Background: an optimization exercise with open tools, aiming at small area and a short achievable clock period. Do not read the settings as production practice. Function was checked by simulation only, so behaviour that the tests miss may differ from the original. Power is estimated from default activity; no workload was simulated.

<file path="design.v">
`default_nettype none
package mem_pkg;
  localparam int XLEN   = 64;
  localparam int STRB_W = XLEN / 8;
endpackage
`default_nettype wire
`timescale 1ns/1ps
`default_nettype none
module cmp_tree #(
  parameter int N = 32,
  parameter int M = 32     
) (
  input  logic [N-1:0] a,
  input  logic [N-1:0] b,
  output logic         lt,
  output logic         eq
);
  function automatic logic [1:0] fold(input logic [N-1:0] x, input logic [N-1:0] y);
    logic [M-1:0] l, e;
    l = '0;
    e = '1;
    for (int i = 0; i < N; i++) begin
      l[i] = !x[i] && y[i];
      e[i] = !(x[i] ^ y[i]);
    end
    for (int w = M / 2; w >= 1; w = w / 2) begin
      for (int j = 0; j < w; j++) begin
        l[j] = l[2*j+1] || (e[2*j+1] && l[2*j]);
        e[j] = e[2*j+1] && e[2*j];
      end
    end
    fold = {l[0], e[0]};
  endfunction
  assign {lt, eq} = fold(a, b);
endmodule
module pmp_checker (
  input  logic [63:0] addr,
  input  logic        is_write,
  input  logic [7:0]  pmpcfg0,
  input  logic [63:0] pmpaddr0,
  input  logic [1:0]  priv_mode,
  output logic        access_fault
);
  logic hi8_zero, hi10_zero;
  logic tor_lt, na4_eq, napot_eq;
  logic match, perm_ok;
  assign hi8_zero  = ~|addr[63:56];
  assign hi10_zero = hi8_zero & ~|addr[55:54];
  assign napot_eq  = addr[53:12] == pmpaddr0[53:12];
  cmp_tree #(.N(54), .M(64)) u_cmp (
    .a  (addr[55:2]),
    .b  (pmpaddr0[53:0]),
    .lt (tor_lt),
    .eq (na4_eq)
  );
  always_comb begin
    case (pmpcfg0[4:3])
      2'd1:    match = hi8_zero & tor_lt;
      2'd2:    match = hi8_zero & na4_eq;
      2'd3:    match = hi10_zero & napot_eq;
      default: match = 1'b0;
    endcase
  end
  assign perm_ok      = is_write ? pmpcfg0[1] : pmpcfg0[0];
  assign access_fault = match ? !perm_ok : (priv_mode != 2'd3);
endmodule
`default_nettype wire
`timescale 1ns/1ps
`default_nettype none
module lane_align (
  input  logic [7:0]  sel,       
  input  logic [1:0]  size,
  input  logic        unsigned_load,
  input  logic [63:0] rdata,
  output logic [63:0] shifted,
  output logic        sign
);
  always_comb begin
    shifted = '0;
    for (int j = 0; j < 8; j++) begin
      for (int k = 0; j + k < 8; k++) begin
        shifted[8*j +: 8] = shifted[8*j +: 8] | ({8{sel[k]}} & rdata[8*(j+k) +: 8]);
      end
    end
  end
  always_comb begin
    case (size)
      2'd0:    sign = shifted[7];
      2'd1:    sign = shifted[15];
      default: sign = shifted[31];
    endcase
    sign = sign & !unsigned_load;
  end
endmodule
`default_nettype wire
`timescale 1ns/1ps
`default_nettype none
module amo_alu (
  input  logic [31:0] a,
  input  logic [31:0] b,
  output logic [31:0] sum,
  output logic        lt_s,
  output logic        lt_u
);
  logic [31:0] p, g, gg;
  logic        lt31, eq31;
  assign p = a ^ b;
  assign g = a & b;
  function automatic logic [31:0] prefix_g(input logic [31:0] gi, input logic [31:0] pi);
    logic [31:0] gx, px;
    gx = gi;
    px = pi;
    for (int k = 0; k < 5; k++) begin
      for (int i = 0; i < 32; i++) begin
        if (i & (1 << k)) begin
          gx[i] = gx[i] | (px[i] & gx[((i >> k) << k) - 1]);
          px[i] = px[i] & px[((i >> k) << k) - 1];
        end
      end
    end
    prefix_g = gx;
  endfunction
  assign gg  = prefix_g(g, p);
  assign sum = p ^ {gg[30:0], 1'b0};
  cmp_tree #(.N(31), .M(32)) u_cmp (
    .a  (a[30:0]),
    .b  (b[30:0]),
    .lt (lt31),
    .eq (eq31)
  );
  assign lt_u = (a[31] ^ b[31]) ? b[31] : lt31;
  assign lt_s = (a[31] ^ b[31]) ? a[31] : lt31;
endmodule
`default_nettype wire
`timescale 1ns/1ps
`default_nettype none
module mem_stage (
  input  logic        clk,
  input  logic        reset,
  input  logic        start,
  input  logic        is_load,
  input  logic        is_store,
  input  logic        is_amo,
  input  logic        unsigned_load,
  input  logic [1:0]  size,
  input  logic [3:0]  amo_op,
  input  logic [63:0] addr,
  input  logic [63:0] wdata,
  input  logic [63:0] pmpaddr0,
  input  logic [7:0]  pmpcfg0,
  input  logic [1:0]  priv_mode,
  output logic        done,
  output logic        fault,
  output logic [63:0] result,
  output logic        dbus_valid,
  output logic [63:0] dbus_addr,
  output logic [63:0] dbus_wdata,
  output logic [7:0]  dbus_strobe,
  output logic [1:0]  dbus_size,
  input  logic        dbus_data_ok,
  input  logic [63:0] dbus_rdata
);
  localparam logic [3:0] PASS_LO = 4'b1100;
  localparam logic [3:0] PASS_HI = 4'b1010;
  localparam logic [3:0] F_XOR   = 4'b0110;
  localparam logic [3:0] F_AND   = 4'b1000;
  localparam logic [3:0] F_OR    = 4'b1110;
  logic        valid_q;     
  logic        done_q;
  logic        fault_q;
  logic        wr_q;        
  logic        amo_q;
  logic        ra_q;        
  logic        uns_q;
  logic [1:0]  size_q;
  logic [3:0]  op_q;
  logic [63:0] addr_q;
  logic [63:0] data_q;
  logic [3:0]  fn_lo_q, fn_hi_q;
  logic [7:0]  osel_q;      
  logic [7:0]  strb_q;      
  logic        idle, accept, is_mem, access_fault, last, cap;
  logic [1:0]  size_in;
  logic [63:0] store_data;
  logic [63:0] shifted;
  logic        sign;
  logic [7:0]  from_data;       
  logic [63:0] load_value;
  logic [31:0] sum;
  logic        lt_s, lt_u;
  logic [3:0]  fn_amo;
  logic [7:0]  size_mask;
  assign idle    = !valid_q && !done_q;
  assign accept  = start && idle;
  assign is_mem  = is_load || is_store || is_amo;
  assign size_in = is_amo ? 2'd2 : size;
  assign last    = !amo_q || wr_q;
  assign cap     = valid_q && dbus_data_ok && !wr_q;    
  pmp_checker u_pmp (
    .addr         (addr),
    .is_write     (is_store || is_amo),
    .pmpcfg0      (pmpcfg0),
    .pmpaddr0     (pmpaddr0),
    .priv_mode    (priv_mode),
    .access_fault (access_fault)
  );
  always_ff @(posedge clk or posedge reset) begin
    if (reset) begin
      valid_q <= 1'b0;
      done_q  <= 1'b0;
      fault_q <= 1'b0;
    end else begin
      valid_q <= accept ? (is_mem && !access_fault)
                        : (valid_q && !(dbus_data_ok && last));
      done_q  <= accept ? (!is_mem || access_fault)
                        : (valid_q && dbus_data_ok && last);
      fault_q <= accept && is_mem && access_fault;
    end
  end
  always_comb begin
    case (size_in)
      2'd0:    store_data = {8{wdata[7:0]}};
      2'd1:    store_data = {4{wdata[15:0]}};
      2'd2:    store_data = {2{wdata[31:0]}};
      default: store_data = wdata;
    endcase
  end
  lane_align u_lane (
    .sel           (osel_q),
    .size          (size_q),
    .unsigned_load (uns_q),
    .rdata         (dbus_rdata),
    .shifted       (shifted),
    .sign          (sign)
  );
  amo_alu u_amo (
    .a    (shifted[31:0]),
    .b    (data_q[63:32]),
    .sum  (sum),
    .lt_s (lt_s),
    .lt_u (lt_u)
  );
  always_comb begin
    case (op_q)
      4'd0, 4'd1: fn_amo = PASS_HI;    
      4'd2:       fn_amo = F_XOR;
      4'd3:       fn_amo = F_AND;
      4'd4:       fn_amo = F_OR;
      4'd5:       fn_amo = lt_s ? PASS_LO : PASS_HI;
      4'd6:       fn_amo = lt_s ? PASS_HI : PASS_LO;
      4'd7:       fn_amo = lt_u ? PASS_LO : PASS_HI;
      4'd8:       fn_amo = lt_u ? PASS_HI : PASS_LO;
      default:    fn_amo = PASS_LO;    
    endcase
  end
  always_ff @(posedge clk) begin
    if (idle) begin
      wr_q    <= 1'b0;
      amo_q   <= is_amo;
      ra_q    <= !is_amo && (is_store || !is_load);
      uns_q   <= !is_amo && unsigned_load;
      size_q  <= size_in;
      op_q    <= amo_op;
      for (int k = 0; k < 8; k++) osel_q[k] <= (addr[2:0] == 3'(k));
      strb_q  <= size_mask << addr[2:0];
      fn_lo_q <= PASS_LO;
      fn_hi_q <= PASS_HI;
    end else if (cap && amo_q) begin
      wr_q    <= 1'b1;
      fn_lo_q <= fn_amo;
      fn_hi_q <= fn_amo;
    end
    if (idle) addr_q <= addr;
    else if (valid_q && dbus_data_ok && (wr_q || (!ra_q && !amo_q)))
      addr_q <= wr_q ? {{32{data_q[31]}}, data_q[31:0]} : load_value;
    if (idle) data_q[31:0] <= store_data[31:0];
    else if (cap) data_q[31:0] <= shifted[31:0];
    if (idle) data_q[63:32] <= store_data[63:32];
    else if (cap && amo_q && op_q == 4'd1) data_q[63:32] <= sum;
  end
  always_comb begin
    for (int i = 0; i < 32; i++) begin
      dbus_wdata[i]    = fn_lo_q[{data_q[i], data_q[32+i]}];
      dbus_wdata[32+i] = fn_hi_q[{data_q[i], data_q[32+i]}];
    end
  end
  assign done        = done_q;
  assign fault       = fault_q;
  assign dbus_valid  = valid_q;
  assign dbus_addr   = addr_q;    
  assign dbus_size   = size_q;
  always_comb begin
    case (size_in)
      2'd0:    size_mask = 8'h01;
      2'd1:    size_mask = 8'h03;
      2'd2:    size_mask = 8'h0f;
      default: size_mask = 8'hff;
    endcase
  end
  assign dbus_strobe = (ra_q || wr_q) ? strb_q : 8'd0;
  assign from_data = {{4{size_q == 2'd3}}, {2{size_q[1]}}, size_q != 2'd0, 1'b1};
  always_comb begin
    for (int k = 0; k < 8; k++) begin
      load_value[8*k +: 8] = from_data[k] ? shifted[8*k +: 8] : {8{sign}};
    end
  end
  assign result = addr_q;
endmodule
`default_nettype wire
</file>
<file path="flow/run.sh">
#!/bin/bash
# The standard layout (standard.sh: the ORFS flow with the standard flow's synthesis script), run with
# a few settings changed through the environment:
#  - the port buffers that global placement inserts are buf_1 cells (buffer_ports otherwise
#    picks the slow clkdlybuf4s50_1); every port still gets its buffer;
#  - no full/half-adder cell extraction in synthesis (ADDER_MAP_FILE empty), so ABC maps the
#    adders and compare trees as plain logic. Registers and their names are unchanged;
#  - clock tree synthesis without dummy loads, with clkbuf_8 buffers (a small tree suffices
#    for about 150 flip-flops).
# The make output goes to make_finish.log; each ORFS step keeps its own log under orfs/logs.
set -euo pipefail
export BUFFER_PORTS_ARGS="-buffer_cell sky130_fd_sc_hd__buf_1"
export ADDER_MAP_FILE=
export CTS_ARGS="-sink_clustering_enable -repair_clock_nets -dont_use_dummy_load -buf_list sky130_fd_sc_hd__clkbuf_8"
bash standard.sh > make_finish.log 2>&1
</file>
<file path="standard.sh">
#!/bin/bash
# synth_recipe.tcl (not shown) runs the flow's synth.tcl, then flattens the netlist and writes it again
# the make line also repeats each setting of config.mk as NAME=value (left out here)
make -C /OpenROAD-flow-scripts/flow DESIGN_CONFIG=/design/flow/config.mk WORK_HOME=/design/flow/orfs CLKGATE_MAP_FILE= SYNTH_SCRIPT=/design/flow/synth_recipe.tcl "${@:-finish}"
</file>
<file path="config.mk">
export PLATFORM = sky130hd
export DESIGN_NAME = mem_stage
export DESIGN_NICKNAME = mem_stage
export VERILOG_FILES = /design/flow/design.v
export SDC_FILE = /design/flow/constraint.sdc
export NUM_CORES = 4
export LEC_CHECK = 0
export ABC_AREA = 1
export CAP_MARGIN = 20
export CORE_MARGIN = 2
export CORE_UTILIZATION = 40
export PLACE_DENSITY = 0.6
export SETUP_SLACK_MARGIN = 4.4
export SLEW_MARGIN = 20
</file>
<file path="constraint.sdc">
create_clock -name core_clock -period 8.0 [get_ports {clk}]
set_input_delay 1.6000 -clock core_clock [delete_from_list [all_inputs] [get_ports {clk}]]
set_output_delay 1.6000 -clock core_clock [all_outputs]
set_load 0.01 [all_outputs]
</file>
==> flow_summary_export.csv, run 1 <==
group,metric,value,unit
worst_setup_path,worstPathRequired,8.27,ns
finish,finalNetCount,3182,
die,io_pins,485,
sta,setup_violations,0,
sta,hold_violations,0,
run,maxCapViolations,0,
worst_setup_path,crit_path_end_kind,"flop",
yosys,synthMuxAreaShare,0.132,%
finish,most-common-layout-cells,"719 x nand2_1, 438 x buf_1, 299 x inv_1, 216 x nor2_1, 188 x o21ai_0",
sta,rsz0062_at_grt,"yes",
yosys,syn_inst,2519,
drt,vias,19400,
yosys,synth-compound-area-share,21.5,%
drt,drtIter0Drc,2003,
power_and_ir_drop,p_int,3.62,mW
yosys,syn_area,16100,um^2
die,start_util,40.4,%
die,die_h,204,um
clock_network,clk_pin_slew,0.10,ns
placement,port_buffers,470,
yosys,yosysWarnings,6,
clock_network,clockBufferDepth,2,
placement,post_dp_cell_area,17600,um^2
yosys,synthTopCellsByArea,"edfxtp_1 29%, nand2_1 17%, inv_1 7.3%",
yosys,synth_top_family_by_area,"simple AND/OR/NAND/NOR gates",
worst_hold_path,hold_path_class,"flop to flop",
drt,firstDrtPassIters,7,
clock_network,root_buffer,"clkbuf_8",
worst_setup_path,critPathKind,"input pin to flop",
drt,wl_per_cell,23.9,um
worst_setup_path,cp.arrival,3.81,ns
drt,ant_nets,0,
power_and_ir_drop,p_per_area,460,nW/um^2
die,fp.coreArea,39700,um^2
yosys,synthXorXnorAreaFrac,1.35,%
yosys,synth_nets,2799,
drt,viasPerCell,5.67,
sta,fin_crit_sh,44.3,%
yosys,ys_ff_latch,162,
global_routing,overflow,0,
finish,final_common_cell,"nand2_1",
power_and_ir_drop,peakVddDrop,0.000333,V
sta,relSlewSlack,30.4,%
drt,wl,81.8,mm
yosys,synth_area_per_cell,6.38,um^2
clock_network,h-tree-depth,4,
sta,tns,0,ns
drt,drc_errors,0,
clock_network,clock_latency,0.54,ns
worst_setup_path,critPathMaxFanout,8,
power_and_ir_drop,clkPwrFrac,5.8,%
power_and_ir_drop,pwr-share-comb,68.9,%
global_routing,antenna_found_initial,3,
clock_network,tritoncts,"built",
yosys,synthSimpleGateAreaFrac,33.3,%
placement,hpwl,63.3,mm
global_routing,grt_max_degree,75,
sta,drv_slew,0,
power_and_ir_drop,p_switching,4.98,mW
yosys,yosysSeqAreaShare,29.8,%
yosys,yosys.area.top_type,"edfxtp_1",
yosys,post-synth-top-area-fraction,28.6,%
finish,syn2layout_area_growth,16.3,%
placement,gp_congestion,1.00,
worst_setup_path,cp-start-kind,"input pin",
outcome,status,"finished clean",
power_and_ir_drop,switching_share,57.9,%
die,die_w,204,um
yosys,synth_fa_ha_area_share,0,%
power_and_ir_drop,p_leak,8.44,nW
clock_network,cts.sinks,162,
finish,design_area,18700,um^2
die,die-area,41800,um^2
clock_network,cts_buffers,17,
sta,fin_worst_skew,0.0323,ns
global_routing,grt.total_usage,38.0,%
power_and_ir_drop,power_frac_seq,25.3,%
finish,drive_gt1_share,10.7,%
sta,fin_crit,3.55,ns
sta,worst_pin_slew,1.04,ns
global_routing,grt_pass1_vias,18000,
sta,fmax,0.282,GHz
yosys,yosysUniqueCellTypes,66,
global_routing,grt_pass1_wl,116,mm
die,row_count,73,
==> synthesized netlist by cell type (all sizes together) <==
library cell	number
a221o	1
xnor2	7
o211ai	26
a21oi	179
a221oi	9
mux2i	1
nor3	39
a211oi	6
o221ai	13
nor2	257
nor3b	1
o22ai	47
o2111ai	7
clkinv	2
inv	324
nor4	8
a22oi	33
and3	1
edfxtp	153
dfrtp	3
o21a	1
a22o	5
a21boi	18
nand3b	13
o31ai	6
clkbuf	67
mux2	1
a2111oi	1
nand3	132
or2	10
dfxtp	6
o21bai	2
nor4b	2
xor2	17
a31o	2
nand2	775
buf	97
and2	1
o21ai	220
nand4	17
a31oi	9
==> flip-flops by register name, indices dropped and copies added, names as in the netlist, 2 cells and up <==
register	flops
size_q	2
strb_q	8
fn_lo_q	2
fn_hi_q	3
op_q	4
addr_q	64
data_q	64
osel_q	8
==> per-stage QoR <==
step	total power [mW]	util (%)	hold slack (ns)	std cells	worst slack (ns)
after floorplan	5.81	-	0.559	2519	4.43
final	8.60	47.0	0.607	3426	4.45
after global placement	7.52	44.4	0.596	3366	3.33
after CTS	8.23	45.7	0.602	3397	4.40
after detailed placement	7.59	44.4	0.596	3366	3.28
after global routing	9.19	47.0	0.636	3426	4.36
==> path summary, 6_finish.rpt <==
path / start / to / slack [ns] / cells after the start
min in group asynchronous: reset / fault_q$_DFF_PP0_ / 0.89 / 2
max in group asynchronous: reset / done_q$_DFF_PP0_ / 6.98 / 2
worst max register to register: osel_q[6]$_DFFE_PP_ / data_q[51]$_DFFE_PP_ / 4.80 / 22
worst max-delay path: dbus_rdata[19] / data_q[63]$_DFFE_PP_ / 4.45 / 17
worst min register to register: data_q[25]$_DFFE_PP_ / addr_q[25]$_DFFE_PP_ / 0.61 / 2
worst min-delay path: data_q[25]$_DFFE_PP_ / addr_q[25]$_DFFE_PP_ / 0.61 / 2
==> cell type report <==
cell class              count  area [um^2]
repair inverters            2         15.0
clock buffers              17          234
well taps                 525          657
inverters                 326         1240
repair buffers            525         2310
multi-input cells        1868         9420
fillers                  4346        21000
diodes                      1         2.50
flip-flops and latches    162         4810
==> cell families (layout without fill, tap and decap cells) <==
logic type                count (synthesis)  in the layout
other                                     0              1
buffers and inverters                   490            870
and+or+nand+nor                        1256           1257
xor gates and xnor gates                 24             24
muxes                                     2              2
DFF                                     162            162
AOI/OAI and AO/OA                       585            585
==> routing by layer <==
| layer | global-route usage, % | part of all wire (%) |
|---|---|---|
| met5 | 0 | 0.018 |
| met2 | 61.9 | 46 |
| met1 | 48.7 | 40 |
| met3 | 5.13 | 8.6 |
| met4 | 20.8 | 5.5 |
==> what timing repair did <==
item,in CTS,in global routing
setup buffers,12,27
setup endpoints to repair,130,65
cloned,2,1
hold buffers,0,0
pin swaps,2,27
resized for setup,41,124
==> power by group through the flow <==
stage                     Sequential [mW]  Combinational (mW)  Clock, mW
after floorplan                      2.02                3.79          0
after CTS                            2.16                5.56      0.504
final                                2.17                5.93      0.501
after detailed placement             2.20                5.39          0
after global routing                 2.22                6.44      0.527
after global placement               2.19                5.33          0
==> worst max-delay path: stages <==
cell and delay [ns]:
buf_1 0.16, nand2_1 0.12, nand2_1 0.07, nor2_1 0.16, nand4_1 0.15, nand2_1 0.19, o21ai_0 0.13, a31oi_2 0.26
inv_1 0.14, nand2_2 0.10, nand3_4 0.15, a211oi_2 0.28, nand2_1 0.09, nand2_1 0.06, nand2_1 0.06, nand2_1 0.06
nand2_1 0.06
==> run 2, diff against run 1 <==
--- a/config.mk
+++ b/config.mk
@@ -10,4 +10,4 @@
 export CORE_MARGIN = 2
-export CORE_UTILIZATION = 40
-export PLACE_DENSITY = 0.6
+export CORE_UTILIZATION = 50
+export PLACE_DENSITY = 0.65
 export SETUP_SLACK_MARGIN = 4.4
==> run 2 against run 1 <==
Net effect:
- worst hold slack better by 0.019 ns
- combinational power about the same
- sequential cell count unchanged
- sequential share of layout area up 0.23 points
- critical path type is now flop to primary output
==> flow_summary_export.csv, run 2 <==
group,metric,value,unit
worst_setup_path,cp-start-kind,"flop",
yosys,yosysWarnings,6,
die,row_count,65,
placement,dpl_worst_slack,3.33,ns
outcome,status,"finished clean",
global_routing,grt_max_degree,69,
yosys,yosys.area.top_type,"edfxtp_1",
yosys,synth_common_cells,"740 x nand2_1, 311 x inv_1, 239 x nor2_1",
yosys,synth_nets,2799,
sta,worst_pin_slew,1.02,ns
worst_setup_path,crit_path_end_kind,"primary output",
power_and_ir_drop,peakVddDrop,0.000551,V
sta,setup_violations,0,
clock_network,root_buffer,"clkbuf_8",
die,fp.coreArea,31600,um^2
yosys,synth_ff_type,"edfxtp_1",
global_routing,grt_pass1_wl,107,mm
drt,wl,73.8,mm
sta,hold_violations,0,
global_routing,antenna_found_initial,7,
worst_hold_path,hold_path_class,"flop to flop",
sta,relSlewSlack,32.0,%
yosys,synthMostInstantiatedCell,"nand2_1",
die,start_util,50.8,%
finish,syn2layout_area_growth,15.1,%
finish,finalNetCount,3176,
yosys,syn_inst,2519,
yosys,synth-edff-count,153,
global_routing,grt_pass1_vias,17900,
finish,most-common-layout-cells,"724 x nand2_1, 442 x buf_1, 297 x inv_1, 217 x nor2_1, 183 x o21ai_0",
finish,layoutNonFillerInstCount,3304,
power_and_ir_drop,p_leak,8.41,nW
placement,post_dp_cell_area,17500,um^2
clock_network,clk_pin_slew,0.08,ns
finish,largestRegisters,"addr_q: 64 flops, data_q: 64 flops",
yosys,ys_ff_latch,162,
placement,gp_congestion,1.05,
sta,fmax,0.280,GHz
sta,finalWorstSetupSlack,4.42,ns
yosys,synth_area_per_cell,6.38,um^2
clock_network,clock_latency,0.52,ns
placement,hpwl,56.4,mm
drt,wl_per_cell,22.3,um
yosys,synthTopCellsByArea,"edfxtp_1 29%, nand2_1 17%, inv_1 7.3%",
run,maxCapViolations,0,
sta,tns,0,ns
drt,vias,19700,
power_and_ir_drop,p_per_area,460,nW/um^2
die,io_pins,485,
worst_setup_path,critPathMaxFanout,33,
finish,design_area,18500,um^2
clock_network,clockBufferDepth,2,
finish,drive_gt1_share,10.1,%
placement,port_buffers,470,
clock_network,tritoncts,"built",
global_routing,overflow,0,
drt,firstDrtPassIters,8,
drt,drc_errors,0,
clock_network,cts.sinks,162,
drt,drtIter0Drc,2566,
yosys,yosysUniqueCellTypes,66,
die,die-area,33600,um^2
worst_setup_path,cp.arrival,1.98,ns
clock_network,cts_buffers,17,
finish,final_common_cell,"nand2_1",
die,die_h,183,um
yosys,syn_area,16100,um^2
placement,dp.cells,3246,
yosys,async_flop_share,1.85,%
sta,fin_crit,3.58,ns
yosys,yosysSeqAreaShare,29.8,%
worst_setup_path,worstPathRequired,6.40,ns
sta,rsz0062_at_grt,"yes",
die,die_w,183,um
sta,fin_crit_sh,44.7,%
clock_network,h-tree-depth,4,
drt,viasPerCell,5.96,
sta,fin_worst_skew,0.0272,ns
worst_setup_path,critPathKind,"flop to primary output",
sta,drv_slew,0,
global_routing,grt.total_usage,42.6,%
yosys,post-synth-top-area-fraction,28.6,%
drt,ant_nets,0,
## run 2: power by group
part,internal (mW),leakage [nW],switching (mW)
Clock,0.187,0.122,0.305
Combinational,1.78,6.69,4.12
Sequential,1.67,1.59,0.450
Total,3.63,8.41,4.88
## run 2: area by class of cell
class,instances,area [um^2]
inverter,326,1240
tap,402,503
timing repair inverter,2,12.5
antenna,8,20.0
timing repair buffer,519,2270
sequential,162,4800
multi-input combinational,1868,9410
fill,3292,13100
clock buffer,17,234
## run 2: kinds of logic after synthesis
family	after synthesis	synth area share, %
DFF	162	29.8
xor gates and xnor gates	24	1.35
muxes	2	0.132
AOI/OAI and AO/OA	585	21.5
buffers and inverters	490	13.9
and+or+nand+nor	1256	33.3
## run 2: path summary, 6_finish.rpt
kind | start | endpoint | slack, ns | cells after the start
setup / recovery | fn_hi_q[3]$_SDFFE_PP1P_ | dbus_wdata[16] | 4.42 | 6
hold / removal | data_q[19]$_DFFE_PP_ | addr_q[19]$_DFFE_PP_ | 0.63 | 2
setup reg to reg | osel_q[0]$_DFFE_PP_ | fn_hi_q[2]$_SDFFE_PP0P_ | 4.78 | 16
hold reg to reg | data_q[19]$_DFFE_PP_ | addr_q[19]$_DFFE_PP_ | 0.63 | 2
max in group asynchronous | reset | done_q$_DFF_PP0_ | 6.98 | 2
min in group asynchronous | reset | valid_q$_DFF_PP0_ | 0.90 | 2
## run 2: per-layer routing
layer | vias to the layer above | track usage [%] | part of all wire, % | routed length (um)
li1 | 9061 | - | - | -
met3 | 252 | 7.43 | 11 | 8400
met2 | 1408 | 68.8 | 45 | 33200
met5 | - | 0 | 0 | 0
met4 | 0 | 25.9 | 7.0 | 5200
met1 | 8967 | 53.3 | 37 | 27000
## run 2: through the flow
stage          util [%]  hold WS [ns]  power [mW]
6_report           58.5         0.626        8.51
5_1_grt            58.4         0.640        9.06
4_1_cts            56.5         0.615        8.01
3_5_place_dp       55.3         0.595        7.44
3_3_place_gp       55.3         0.597        7.35
2_1_floorplan         -         0.559        5.81
## run 2: critical path, stage by stage (launching register included)
cell and delay, ns:
dfxtp_1 0.32, clkbuf_8 0.33, nand2_1 0.09, inv_1 0.08, a21oi_1 0.04, o21ai_0 0.38, buf_1 0.21
## run 2: what timing repair did
action	CTS	global route
pin swaps	2	26
hold endpoints to repair	0	0
gates cloned	1	2
hold buffers	0	0
buffers inserted	4	26
resized for setup	30	132
setup endpoints to repair	71	116
==> run 3, diff against run 2 <==
--- a/config.mk
+++ b/config.mk
@@ -12,3 +12,3 @@
 export PLACE_DENSITY = 0.65
-export SETUP_SLACK_MARGIN = 4.4
+export SETUP_SLACK_MARGIN = 4.5
 export SLEW_MARGIN = 20
==> run 3 against run 2 <==
Net effect:
- largest power group unchanged
- critical path type unchanged
- final area grew 2.2%
- worst hold slack gained 0.037 ns
- still clean on timing, DRC and antenna
- sequential share of layout area shrank 0.53 points
- die area is the same
- non-clock buffer count grew 8
- via count grew 1.9%
- sequential power grew 2%
- routed wire length grew 2.9%
- sequential cell count is the same
- cell count grew 0.18%
- global-route usage grew 0.28 points
==> flow_summary_export.csv, run 3 <==
group,metric,value,unit
yosys,ys_ff_latch,162,
worst_setup_path,ff2ff_path_depth,22,
placement,dp.cells,3244,
drt,drtIter0Drc,2657,
clock_network,clk_pin_slew,0.09,ns
clock_network,h-tree-depth,4,
clock_network,clock_latency,0.53,ns
worst_setup_path,worstPathRequired,6.40,ns
worst_hold_path,hold_path_depth,3,
worst_hold_path,whs_endpoint,"done_q$_DFF_PP0_",
sta,tns,0,ns
placement,gp_congestion,1.03,
worst_setup_path,rr_startpoint,"osel_q[0]$_DFFE_PP_",
sta,rsz0062_at_grt,"yes",
worst_setup_path,critPathKind,"flop to primary output",
worst_setup_path,crit_path_end_kind,"primary output",
sta,setup_violations,0,
sta,fin_crit_sh,44.3,%
die,die-area,33600,um^2
run,maxCapViolations,0,
finish,multi_input_area,9670,um^2
finish,syn2layout_area_growth,17.6,%
power_and_ir_drop,p_leak,8.57,nW
worst_hold_path,hold_path.startpoint,"amo_q$_DFFE_PP_",
drt,vias,20100,
yosys,synth_area_per_cell,6.38,um^2
die,start_util,50.8,%
clock_network,cts.sinks,162,
sta,drv_slew,0,
global_routing,grt_pass1_vias,17900,
global_routing,grt_pass1_wl,107,mm
outcome,status,"finished clean",
sta,hold_slack,0.663,ns
worst_setup_path,r2r_slack,4.68,ns
yosys,synth_nets,2799,
clock_network,root_buffer,"clkbuf_8",
drt,wl,76.0,mm
worst_hold_path,hold_path_class,"flop to flop",
finish,layoutNonFillerInstCount,3310,
worst_setup_path,critPathSlowestCell,"dfxtp_4",
finish,seq_area,4800,um^2
sta,fin_worst_skew,0.0245,ns
placement,port_buffers,470,
placement,hpwl,57.0,mm
die,die_h,183,um
yosys,yosysWarnings,6,
global_routing,grt_use_met1,53.0,%
yosys,synth_common_cells,"740 x nand2_1, 311 x inv_1, 239 x nor2_1",
finish,most-common-layout-cells,"689 x nand2_1, 428 x buf_1, 292 x inv_1, 211 x nor2_1, 184 x o21ai_0",
die,fp.coreArea,31600,um^2
yosys,synthMostInstantiatedCell,"nand2_1",
clock_network,cts_buffers,17,
global_routing,grt-busiest-layer,"met2",
finish,largestRegisters,"addr_q: 64 flops, data_q: 64 flops",
yosys,yosysUniqueCellTypes,66,
yosys,synth-edff-count,153,
global_routing,gr-usage-met2,69.3,%
finish,fill_cells,3172,
drt,wl_per_cell,23.0,um
yosys,syn_inst,2519,
clock_network,tritoncts,"built",
yosys,synth_ff_type,"edfxtp_1",
yosys,post-synth-top-area-fraction,28.6,%
yosys,async_flop_share,1.85,%
clock_network,clockBufferDepth,2,
drt,firstDrtPassIters,7,
worst_setup_path,critPathMaxFanout,33,
global_routing,antenna_found_initial,5,
yosys,yosysSeqAreaShare,29.8,%
drt,drc_errors,0,
yosys,yosys.area.top_type,"edfxtp_1",
drt,viasPerCell,6.06,
drt,ant_nets,0,
sta,fmax,0.282,GHz
yosys,synthTopCellsByArea,"edfxtp_1 29%, nand2_1 17%, inv_1 7.3%",
global_routing,grt_util_met3,6.81,%
worst_setup_path,slowest_delay,0.71,ns
finish,final_common_cell,"nand2_1",
die,io_pins,485,
global_routing,grt.total_usage,42.9,%
worst_setup_path,cp-start-kind,"flop",
die,row_count,65,
sta,worst_pin_slew,1.06,ns
worst_setup_path,crit_chain,"a21oi_1 -> o21ai_0 -> buf_1",
yosys,syn_area,16100,um^2
power_and_ir_drop,p_per_area,463,nW/um^2
finish,drive_gt1_share,13.0,%
worst_setup_path,cp.arrival,1.94,ns
finish,finalNetCount,3186,
worst_setup_path,regToRegEndpoint,"data_q[53]$_DFFE_PP_",
global_routing,grt_max_degree,131,
sta,relSlewSlack,29.5,%
power_and_ir_drop,total_power,8.74,mW
die,die_w,183,um
sta,fin_crit,3.54,ns
global_routing,overflow,0,
power_and_ir_drop,peakVddDrop,0.000698,V
sta,hold_violations,0,
-- run 3: cell counts after synthesis --
Identical to the previous run, type by type.
-- run 3: how the worst max path moves through the flow --
stage | cells past startpoint | endpoint | startpoint | slack (ns)
final | 3 | dbus_wdata[36] | fn_hi_q[2]$_SDFFE_PP0P_ | 4.46
after global routing | 23 | fn_hi_q[2]$_SDFFE_PP0P_ | dbus_rdata[34] | 4.45
after CTS | 6 | dbus_wdata[13] | fn_hi_q[3]$_SDFFE_PP1P_ | 4.49
after detailed placement | 13 | addr_q[13]$_DFFE_PP_ | dbus_rdata[39] | 3.49
after floorplan | 21 | data_q[62]$_DFFE_PP_ | dbus_rdata[1] | 4.53
after global placement | 13 | addr_q[13]$_DFFE_PP_ | dbus_rdata[39] | 3.48
-- run 3: cell type report --
| type | instances | area share (%) |
|---|---|---|
| Antenna cell | 4 | 0.0530 |
| Clock buffer | 17 | 1.24 |
| Inverter | 326 | 6.61 |
| Multi-Input combinational cell | 1868 | 51.2 |
| Sequential cell | 162 | 25.4 |
| Tap cell | 402 | 2.66 |
| Timing Repair Buffer | 527 | 12.7 |
| Timing Repair inverter | 4 | 0.119 |
-- run 3: metal layers --
layer  part of all wire [%]  up-vias  routed length (um)
met3                     11      283                8490
met4                    7.5        2                5720
met1                     36     9169               27600
met5                  0.014        -                  11
met2                     45     1536               34200
li1                       -     9065                   -
-- run 3: repair_timing --
item                                    4_1_cts  5_1_grt
hold buffers                                  0        0
gates cloned                                  1        7
setup buffers                                10       27
resized for setup                            62      215
endpoints found under the setup margin      109      117
pin swaps                                    11       63
-- run 3: report_power, final --
group	switching [mW]	total [mW]	internal, mW
sequential	0.493	2.17	1.67
combinational	4.24	6.08	1.84
clock	0.304	0.491	0.187
-- run 3: logic make-up (layout without fill, tap and decap cells) --
family                 count (synthesis)  count (layout)  share of synthesized area [%]
other                                  0               4                              0
buffers and inverters                490             874                           13.9
multiplexers                           2               2                          0.132
AO/OA/AOI/OAI                        585             585                           21.5
XOR/XNOR                              24              24                           1.35
flip-flops                           162             162                           29.8
AND/OR/NAND/NOR                     1256            1257                           33.3
-- run 3: worst max-delay path: cells and delay by family (launching register included) --
kind / cells / cell delay (ns)
DFF: 1 / 0.71
buffers and inverters: 1 / 0.20
AOI/OAI and AO/OA: 2 / 0.51
-- run 3: stage by stage --
step	util (%)	setup slack [ns]	instance area [um^2]
floorplan	-	4.53	16100
global placement	55.3	3.48	17500
detailed placement	55.3	3.49	17500
CTS	56.8	4.49	18000
global route	59.7	4.45	18900
finish	59.7	4.46	18900

==> static timing again, ports no longer ideal <==
The flow's constraints put no driver on any port. The routed layouts listed below were extracted and timed again, unchanged, in two steps.
Step 1: set_driving_cell puts a clkbuf_16 on clk and a buf_2 on each other input, an assumption about the parent block.
Step 2, shift: input delay + t, output delay - t, t = (earliest + latest rising clock arrival at the registers) / 2. This alone moves slack from input paths to output paths.
a / b / c = ideal / step 1 / step 2; a / b = the first two.
run	shift t [ns]	setup slack, ns	hold slack, ns	worst register clock-pin slew, ns	pins driven straight from the clock port
run 1	0.574	4.452 / 4.416 / 3.913	0.607 / 0.607 / 0.607	0.11 / 0.11	1
run 2	0.568	4.424 / 4.370 / 3.932	0.626 / 0.626 / 0.626	0.10 / 0.10	1
run 3	0.564	4.459 / 4.409 / 3.963	0.663 / 0.663 / 0.663	0.10 / 0.10	1
After both steps every run listed still meets setup and hold. For run 1, which loses most, drivers alone change the setup slack by -0.036 ns; drivers and shift together by -0.539 ns.
